From an optimization exercise on the open Yosys and OpenROAD flow, aimed at small area and a short achievable clock period; shortcuts taken in it are not production practice.

==> job 2466: inputs <==
==> flow/design.v <==
`default_nettype none
package fp32_fmt_pkg;
  localparam int block_size_lp = 32;
  localparam int fp_width_lp = 32;
  localparam int exp_width_lp = 8;
  localparam int frac_width_lp = 23;
  typedef union packed {
    logic [fp_width_lp-1:0] raw;
    struct packed {
      logic                     sign;
      logic [exp_width_lp-1:0]  exp;
      logic [frac_width_lp-1:0] frac;
    } fields;
  } fp32_word_u;
endpackage
`default_nettype wire
`default_nettype none
package bfp_code_pkg;
  localparam int mag_width_lp = 5;
  localparam int code_width_lp = mag_width_lp + 1;
  localparam int shift_width_lp = $clog2(mag_width_lp + 1);
  localparam int latency_lp = 1;
endpackage
`default_nettype wire
`timescale 1ns/10ps
`default_nettype none
import fp32_fmt_pkg::*;
import bfp_code_pkg::*;
module bfp_exp_decode
(
  input  logic [block_size_lp-1:0][exp_width_lp-1:0]  exp_i,
  output logic [exp_width_lp-1:0]                     max_exp_o,
  output logic [block_size_lp-1:0]                    hi_eq_o
);
  logic [exp_width_lp:0][block_size_lp-1:0] run;
  logic [exp_width_lp-1:0][block_size_lp-1:0] bits;
  always_comb begin
    for (int k = 0; k < exp_width_lp; k++) begin
      for (int i = 0; i < block_size_lp; i++) begin
        bits[k][i] = exp_i[i][k];
      end
    end
    run[exp_width_lp] = '1;
    for (int k = exp_width_lp - 1; k >= 0; k--) begin
      max_exp_o[k] = |(run[k+1] & bits[k]);
      run[k] = run[k+1] & (bits[k] | {block_size_lp{~max_exp_o[k]}});
    end
  end
  assign hi_eq_o = run[3];
endmodule
`default_nettype wire
`timescale 1ns/10ps
`default_nettype none
import fp32_fmt_pkg::*;
import bfp_code_pkg::*;
module bfp_align_execute
(
  input  logic [exp_width_lp-1:0]   exp_i,
  input  logic [mag_width_lp-2:0]   frac_i,
  input  logic [exp_width_lp-1:0]   max_exp_i,
  input  logic [exp_width_lp-4:0]   max_hi_m1_i,
  input  logic                      hi_eq_i,
  output logic [mag_width_lp-1:0]   mag_o
);
  logic [2:0] t;
  logic       bw0, bw1, bw2;
  logic       hi_ok, live;
  always_comb begin
    t[0] = max_exp_i[0] ^ exp_i[0];
    bw0  = ~max_exp_i[0] & exp_i[0];
    t[1] = max_exp_i[1] ^ exp_i[1] ^ bw0;
    bw1  = (~max_exp_i[1] & exp_i[1]) | (~(max_exp_i[1] ^ exp_i[1]) & bw0);
    t[2] = max_exp_i[2] ^ exp_i[2] ^ bw1;
    bw2  = (~max_exp_i[2] & exp_i[2]) | (~(max_exp_i[2] ^ exp_i[2]) & bw1);
    hi_ok = bw2 ? (exp_i[7:3] == max_hi_m1_i) : hi_eq_i;
    live  = (|exp_i) & hi_ok & (~t[2] | ~(t[1] | t[0]));
    mag_o = live ? ({1'b1, frac_i} >> t) : '0;
  end
endmodule
`default_nettype wire
`timescale 1ns/10ps
`default_nettype none
import fp32_fmt_pkg::*;
import bfp_code_pkg::*;
module bfp_code_result
(
  input  logic                     clk,
  input  logic                     reset_i,
  input  logic                     valid_i,
  input  logic [exp_width_lp-1:0]  shared_exp_i,
  input  logic [block_size_lp*code_width_lp-1:0]  codes_i,
  output logic                     out_valid_o,
  output logic [exp_width_lp-1:0]  shared_exp_o,
  output logic [block_size_lp*code_width_lp-1:0]  codes_o
);
  always_ff @(posedge clk) begin
    if (reset_i) begin
      out_valid_o  <= 1'b0;
      shared_exp_o <= '0;
      codes_o      <= '0;
    end else begin
      out_valid_o <= valid_i;
      if (valid_i) begin
        shared_exp_o <= shared_exp_i;
        codes_o      <= codes_i;
      end
    end
  end
endmodule
`default_nettype wire
`timescale 1ns/10ps
`default_nettype none
import fp32_fmt_pkg::*;
import bfp_code_pkg::*;
module bfp_quant_top
(
  input  logic                     clk,
  input  logic                     reset_i,
  input  logic                     in_valid_i,
  input  logic [block_size_lp*fp_width_lp-1:0]   block_i,
  output logic                                   out_valid_o,
  output logic [exp_width_lp-1:0]                shared_exp_o,
  output logic [block_size_lp*code_width_lp-1:0] codes_o
);
  logic [block_size_lp-1:0][exp_width_lp-1:0]   exps;
  logic [exp_width_lp-1:0]                      max_exp;
  logic [block_size_lp*code_width_lp-1:0]       codes;
  logic [exp_width_lp-4:0]                      max_hi_m1;
  logic [block_size_lp-1:0]                     hi_eq;
  assign max_hi_m1 = max_exp[exp_width_lp-1:3] - 1'b1;
  for (genvar i = 0; i < block_size_lp; i++) begin : g_word
    logic [mag_width_lp-1:0] mag;
    assign exps[i] = block_i[fp_width_lp*i + frac_width_lp +: exp_width_lp];
    bfp_align_execute u_align (
      .exp_i     (exps[i]),
      .frac_i    (block_i[fp_width_lp*i + frac_width_lp - mag_width_lp + 1 +: mag_width_lp - 1]),
      .max_exp_i (max_exp),
      .max_hi_m1_i (max_hi_m1),
      .hi_eq_i   (hi_eq[i]),
      .mag_o     (mag)
    );
    assign codes[code_width_lp*i +: code_width_lp] = {block_i[fp_width_lp*i + fp_width_lp - 1], mag};
  end
  bfp_exp_decode u_decode (
    .exp_i     (exps),
    .max_exp_o (max_exp),
    .hi_eq_o   (hi_eq)
  );
  bfp_code_result u_result (
    .clk          (clk),
    .reset_i      (reset_i),
    .valid_i      (in_valid_i),
    .shared_exp_i (max_exp),
    .codes_i      (codes),
    .out_valid_o  (out_valid_o),
    .shared_exp_o (shared_exp_o),
    .codes_o      (codes_o)
  );
endmodule
`default_nettype wire
==> flow/flow/run.sh <==
#!/bin/bash
# The standard layout (the standard.sh: standard synthesis script,
# floorplan, placement, CTS, routing) with two changes:
# - synthesis leaves adders to abc: ADDER_MAP_FILE is empty, so Yosys's
#   extract_fa pass does not turn the small subtracts into half/full adder
#   cells (registers, names and flip-flop cells are unchanged);
# - the buffer that placement puts on every input and output port is
#   sky130_fd_sc_hd__buf_1 instead of the default delay cell
#   (clkdlybuf4s50_1). Every port still gets its own buffer.
# standard.sh writes each tool's log under orfs/logs; its own output goes
# to standard.log here.
set -euo pipefail
export ADDER_MAP_FILE=
export BUFFER_PORTS_ARGS="-buffer_cell sky130_fd_sc_hd__buf_1"
bash standard.sh > standard.log 2>&1
==> flow/standard.sh <==
#!/bin/bash
# synth_recipe.tcl (not shown) runs the flow's synth.tcl, then flattens the netlist and writes it again
# the make line also repeats each setting of config.mk as NAME=value (left out here)
make -C /OpenROAD-flow-scripts/flow DESIGN_CONFIG=/design/flow/config.mk WORK_HOME=/design/flow/orfs CLKGATE_MAP_FILE= SYNTH_SCRIPT=/design/flow/synth_recipe.tcl "${@:-finish}"
==> flow/config.mk <==
export PLATFORM = sky130hd
export DESIGN_NAME = bfp_quant_top
export DESIGN_NICKNAME = bfp_quant_top
export VERILOG_FILES = /design/flow/design.v
export SDC_FILE = /design/flow/constraint.sdc
export NUM_CORES = 4
export LEC_CHECK = 0
export ABC_AREA = 1
export CAP_MARGIN = 20
export CORE_AREA = 5 5 445 445
export DIE_AREA = 0 0 450 450
export SLEW_MARGIN = 20
==> flow/constraint.sdc <==
create_clock -name core_clock -period 10.0 [get_ports {clk}]
set_input_delay 2.0000 -clock core_clock [delete_from_list [all_inputs] [get_ports {clk}]]
set_output_delay 2.0000 -clock core_clock [all_outputs]
set_load 0.01 [all_outputs]
==> job 2757 (differences from job 2466) <==
==> flow/design.v, changed modules only <==
module bfp_exp_decode
#(
  parameter int n_p = 8
)
(
  input  logic [n_p-1:0][exp_width_lp-1:0]  exp_i,
  output logic [exp_width_lp-1:0]           max_exp_o,
  output logic [n_p-1:0][3:0]               dist_o
);
  logic [4:0][n_p-1:0]              run;
  logic [exp_width_lp-1:0][n_p-1:0] bits;
  logic [4:0]                       hi_m1;
  logic [n_p-1:0]                   hi_eq;
  always_comb begin
    for (int k = 0; k < exp_width_lp; k++) begin
      for (int i = 0; i < n_p; i++) begin
        bits[k][i] = exp_i[i][k];
      end
    end
    run[4] = '1;
    for (int k = 3; k >= 0; k--) begin
      max_exp_o[2*k+1] = |(run[k+1] & bits[2*k+1]);
      max_exp_o[2*k]   = max_exp_o[2*k+1] ? |(run[k+1] & bits[2*k+1] & bits[2*k])
                                          : |(run[k+1] & bits[2*k]);
      run[k] = run[k+1] & (bits[2*k+1] | {n_p{~max_exp_o[2*k+1]}})
                        & (bits[2*k]   | {n_p{~max_exp_o[2*k]}});
    end
  end
  assign hi_eq = run[2] & ~(bits[3] ^ {n_p{max_exp_o[3]}});
  assign hi_m1 = max_exp_o[7:3] - 5'd1;
  for (genvar i = 0; i < n_p; i++) begin : g_dist
    logic [3:0] low;
    logic       hi_ok;
    assign low   = {1'b0, max_exp_o[2:0]} - {1'b0, exp_i[i][2:0]};
    assign hi_ok = low[3] ? (exp_i[i][7:3] == hi_m1) : hi_eq[i];
    assign dist_o[i] = {hi_ok & (~low[2] | (low[1:0] == 2'd0)), low[2:0]};
  end
endmodule
module bfp_exp_tree
#(
  parameter int n_p = 8
)
(
  input  logic [n_p-1:0][exp_width_lp-1:0]  exp_i,
  output logic [exp_width_lp-1:0]           max_exp_o,
  output logic [n_p-1:0][3:0]               dist_o
);
  function automatic logic exp_ge(input logic [7:0] a, input logic [7:0] b);
    logic [7:0] g0, p0;
    logic [3:0] g1, p1;
    logic [1:0] g2, p2;
    g0 = a & ~b;
    p0 = a | ~b;
    g0[0] = p0[0];
    for (int k = 0; k < 4; k++) begin
      g1[k] = g0[2*k+1] | (p0[2*k+1] & g0[2*k]);
      p1[k] = p0[2*k+1] & p0[2*k];
    end
    for (int k = 0; k < 2; k++) begin
      g2[k] = g1[2*k+1] | (p1[2*k+1] & g1[2*k]);
      p2[k] = p1[2*k+1] & p1[2*k];
    end
    exp_ge = g2[1] | (p2[1] & g2[0]);
  endfunction
  logic [2*n_p-1:1][exp_width_lp-1:0] node;
  logic [4:0]                         hi_m1;
  for (genvar i = 0; i < n_p; i++) begin : g_leaf
    assign node[n_p + i] = exp_i[i];
  end
  for (genvar k = 1; k < n_p; k++) begin : g_node
    assign node[k] = exp_ge(node[2*k], node[2*k+1]) ? node[2*k] : node[2*k+1];
  end
  assign max_exp_o = node[1];
  assign hi_m1     = max_exp_o[7:3] - 5'd1;
  for (genvar i = 0; i < n_p; i++) begin : g_dist
    logic [3:0] low;
    logic       hi_ok;
    assign low   = {1'b0, max_exp_o[2:0]} - {1'b0, exp_i[i][2:0]};
    assign hi_ok = low[3] ? (exp_i[i][7:3] == hi_m1) : (exp_i[i][7:3] == max_exp_o[7:3]);
    assign dist_o[i] = {hi_ok & (~low[2] | (low[1:0] == 2'd0)), low[2:0]};
  end
endmodule
module bfp_shift_decode
(
  input  logic [3:0]                dist_i,
  output logic [mag_width_lp-1:0]   sel_o
);
  for (genvar k = 0; k < mag_width_lp; k++) begin : g_sel
    assign sel_o[k] = dist_i[3] & (dist_i[2:0] == 3'(k));
  end
endmodule
module bfp_align_execute
(
  input  logic [mag_width_lp-1:0]   mag_i,
  input  logic [mag_width_lp-1:0]   sel_i,
  output logic [mag_width_lp-1:0]   mag_o
);
  always_comb begin
    mag_o = '0;
    for (int k = 0; k < mag_width_lp; k++) begin
      mag_o = mag_o | ({mag_width_lp{sel_i[k]}} & (mag_i >> k));
    end
  end
endmodule
module bfp_code_result
(
  input  logic                     clk,
  input  logic                     reset_i,
  input  logic                     valid_i,
  input  logic [exp_width_lp-1:0]  shared_exp_i,
  input  logic [block_size_lp*code_width_lp-1:0]  codes_i,
  output logic                     out_valid_o,
  output logic [exp_width_lp-1:0]  shared_exp_o,
  output logic [block_size_lp*code_width_lp-1:0]  codes_o
);
  always_ff @(posedge clk) begin
    out_valid_o <= valid_i & ~reset_i;
    if (valid_i | reset_i) begin
      shared_exp_o <= shared_exp_i;
      codes_o      <= codes_i;
    end
  end
endmodule
module bfp_quant_top
(
  input  logic                     clk,
  input  logic                     reset_i,
  input  logic                     in_valid_i,
  input  logic [block_size_lp*fp_width_lp-1:0]   block_i,
  output logic                                   out_valid_o,
  output logic [exp_width_lp-1:0]                shared_exp_o,
  output logic [block_size_lp*code_width_lp-1:0] codes_o
);
  logic [block_size_lp-1:0][exp_width_lp-1:0]  exps;
  logic [block_size_lp-1:0][3:0]               dst;
  logic [exp_width_lp-1:0]                     max_exp;
  logic [block_size_lp*code_width_lp-1:0]      codes;
  for (genvar i = 0; i < block_size_lp; i++) begin : g_exp
    assign exps[i] = block_i[fp_width_lp*i + frac_width_lp +: exp_width_lp];
  end
  bfp_exp_decode #(.n_p(block_size_lp)) u_decode (
    .exp_i     (exps),
    .max_exp_o (max_exp),
    .dist_o    (dst)
  );
  for (genvar i = 0; i < block_size_lp; i++) begin : g_word
    logic [mag_width_lp-1:0] sel;
    logic [mag_width_lp-1:0] mag;
    bfp_shift_decode u_sel (
      .dist_i ({dst[i][3] & |exps[i] & ~reset_i, dst[i][2:0]}),
      .sel_o  (sel)
    );
    bfp_align_execute u_shift (
      .mag_i ({1'b1, block_i[fp_width_lp*i + frac_width_lp - mag_width_lp + 1 +: mag_width_lp - 1]}),
      .sel_i (sel),
      .mag_o (mag)
    );
    assign codes[code_width_lp*i +: code_width_lp] = {block_i[fp_width_lp*i + fp_width_lp - 1] & ~reset_i, mag};
  end
  bfp_code_result u_result (
    .clk          (clk),
    .reset_i      (reset_i),
    .valid_i      (in_valid_i),
    .shared_exp_i (max_exp & {exp_width_lp{~reset_i}}),
    .codes_i      (codes),
    .out_valid_o  (out_valid_o),
    .shared_exp_o (shared_exp_o),
    .codes_o      (codes_o)
  );
endmodule
Settings changed: PLACE_DENSITY set to 0.85.
==> job 5162 (differences from job 2466) <==
==> flow/design.v, changed modules only <==
module bfp_exp_decode
(
  input  logic [block_size_lp-1:0][exp_width_lp-1:0]  exp_i,
  output logic [exp_width_lp-1:0]                     max_exp_o
);
  always_comb begin
    max_exp_o = '0;
    for (int i = 0; i < block_size_lp; i++) begin
      if (exp_i[i] > max_exp_o) max_exp_o = exp_i[i];
    end
  end
endmodule
module bfp_align_execute
(
  input  logic [exp_width_lp-1:0]   exp_i,
  input  logic [mag_width_lp-2:0]   frac_i,
  input  logic [exp_width_lp-1:0]   max_exp_i,
  output logic [mag_width_lp-1:0]   mag_o
);
  logic [exp_width_lp-1:0] diff;
  always_comb begin
    diff = max_exp_i - exp_i;
    if (exp_i == '0 || diff >= exp_width_lp'(mag_width_lp)) begin
      mag_o = '0;
    end else begin
      mag_o = {1'b1, frac_i} >> diff[shift_width_lp-1:0];
    end
  end
endmodule
module bfp_quant_top
(
  input  logic                     clk,
  input  logic                     reset_i,
  input  logic                     in_valid_i,
  input  logic [block_size_lp*fp_width_lp-1:0]   block_i,
  output logic                                   out_valid_o,
  output logic [exp_width_lp-1:0]                shared_exp_o,
  output logic [block_size_lp*code_width_lp-1:0] codes_o
);
  logic [block_size_lp-1:0][exp_width_lp-1:0]   exps;
  logic [exp_width_lp-1:0]                      max_exp;
  logic [block_size_lp*code_width_lp-1:0]       codes;
  for (genvar i = 0; i < block_size_lp; i++) begin : g_word
    logic [mag_width_lp-1:0] mag;
    assign exps[i] = block_i[fp_width_lp*i + frac_width_lp +: exp_width_lp];
    bfp_align_execute u_align (
      .exp_i     (exps[i]),
      .frac_i    (block_i[fp_width_lp*i + frac_width_lp - mag_width_lp + 1 +: mag_width_lp - 1]),
      .max_exp_i (max_exp),
      .mag_o     (mag)
    );
    assign codes[code_width_lp*i +: code_width_lp] = {block_i[fp_width_lp*i + fp_width_lp - 1], mag};
  end
  bfp_exp_decode u_decode (
    .exp_i     (exps),
    .max_exp_o (max_exp)
  );
  bfp_code_result u_result (
    .clk          (clk),
    .reset_i      (reset_i),
    .valid_i      (in_valid_i),
    .shared_exp_i (max_exp),
    .codes_i      (codes),
    .out_valid_o  (out_valid_o),
    .shared_exp_o (shared_exp_o),
    .codes_o      (codes_o)
  );
endmodule
==> flow/run.sh (new file) <==
#!/bin/bash
# synth_recipe.tcl (not shown) runs the flow's synth.tcl, then flattens the netlist and writes it again
# the make line also repeats each setting of config.mk as NAME=value (left out here)
make -C /OpenROAD-flow-scripts/flow DESIGN_CONFIG=/design/flow/config.mk WORK_HOME=/design/flow/orfs CLKGATE_MAP_FILE= SYNTH_SCRIPT=/design/flow/synth_recipe.tcl finish
Settings changed: ABC_AREA 1 to not set.
removed: flow/flow/run.sh
removed: flow/standard.sh
==> reports/qor.yml <==
run_status:
  status: "failed layout checks"
  violations: "negative setup slack"
sta:
  setup_ws_ns: -45.90
  finalSetupViolCount: 168
setup_path:
  cp-endpoint: "u_result.codes_o[106]"
global_routing:
  grt_max_degree: 81
-- figures above: job 5162

==> reports/qor.yml <==
sta:
  finalSetupViolCount: 22
  setup_ws_ns: -0.0470
run_status:
  status: "failed layout checks"
  violations: "negative setup slack"
setup_path:
  cp.depth: 79
  cp-endpoint: "u_result.codes_o[15]"
-- figures above: job 2466

==> reports/qor.yml <==
global_routing:
  grt_max_degree: 114
sta:
  setup_ws_ns: 0.404
  finalSetupViolCount: 0
finish:
  area_growth_pct: 36.2
floorplan:
  nWellTaps: 2526
detailed_routing:
  first_iter_violations: 3158
synthesis:
  synth_edf_count: 200
setup_path:
  cp-endpoint: "u_result.codes_o[183]"
run_status:
  status: "timing/DRC/antenna clean"
-- figures above: job 2757

Function was not checked in any run of this note: the RTL went through the layout flow alone.

port drivers added, routing unchanged:
The results above use ideal ports. As a check the final layouts listed here were re-extracted and re-timed, cells and wires unchanged. Step 1 (the two cells are an assumption about what drives the block):
set clk [get_ports {clk}]
set_driving_cell -lib_cell sky130_fd_sc_hd__clkbuf_16 $clk
set_driving_cell -lib_cell sky130_fd_sc_hd__buf_2 [delete_from_list [all_inputs] $clk]
Step 2, shift: input delay + t, output delay - t, t = (earliest + latest rising clock arrival at the registers) / 2. This alone moves slack from input paths to output paths. Slacks: ideal ports / drivers / drivers and shift; pairs: ideal ports / drivers.
| run | t (ns) | setup slack, ns | worst data-port slew with drivers (ns) |
|---|---|---|---|
| job 2466 | 0.691 | -0.047 / -0.142 / -0.833 | 0.23 |
| job 2757 | 0.695 | 0.404 / 0.446 / -0.249 | 0.33 |
| job 5162 | 0.689 | -45.900 / -45.910 / -46.599 | 0.30 |
With both steps, setup timing fails in job 2757, where it was met with ideal ports. The setup slack of job 2466, which loses most, moves by -0.095 ns with the drivers and by -0.786 ns with both steps.
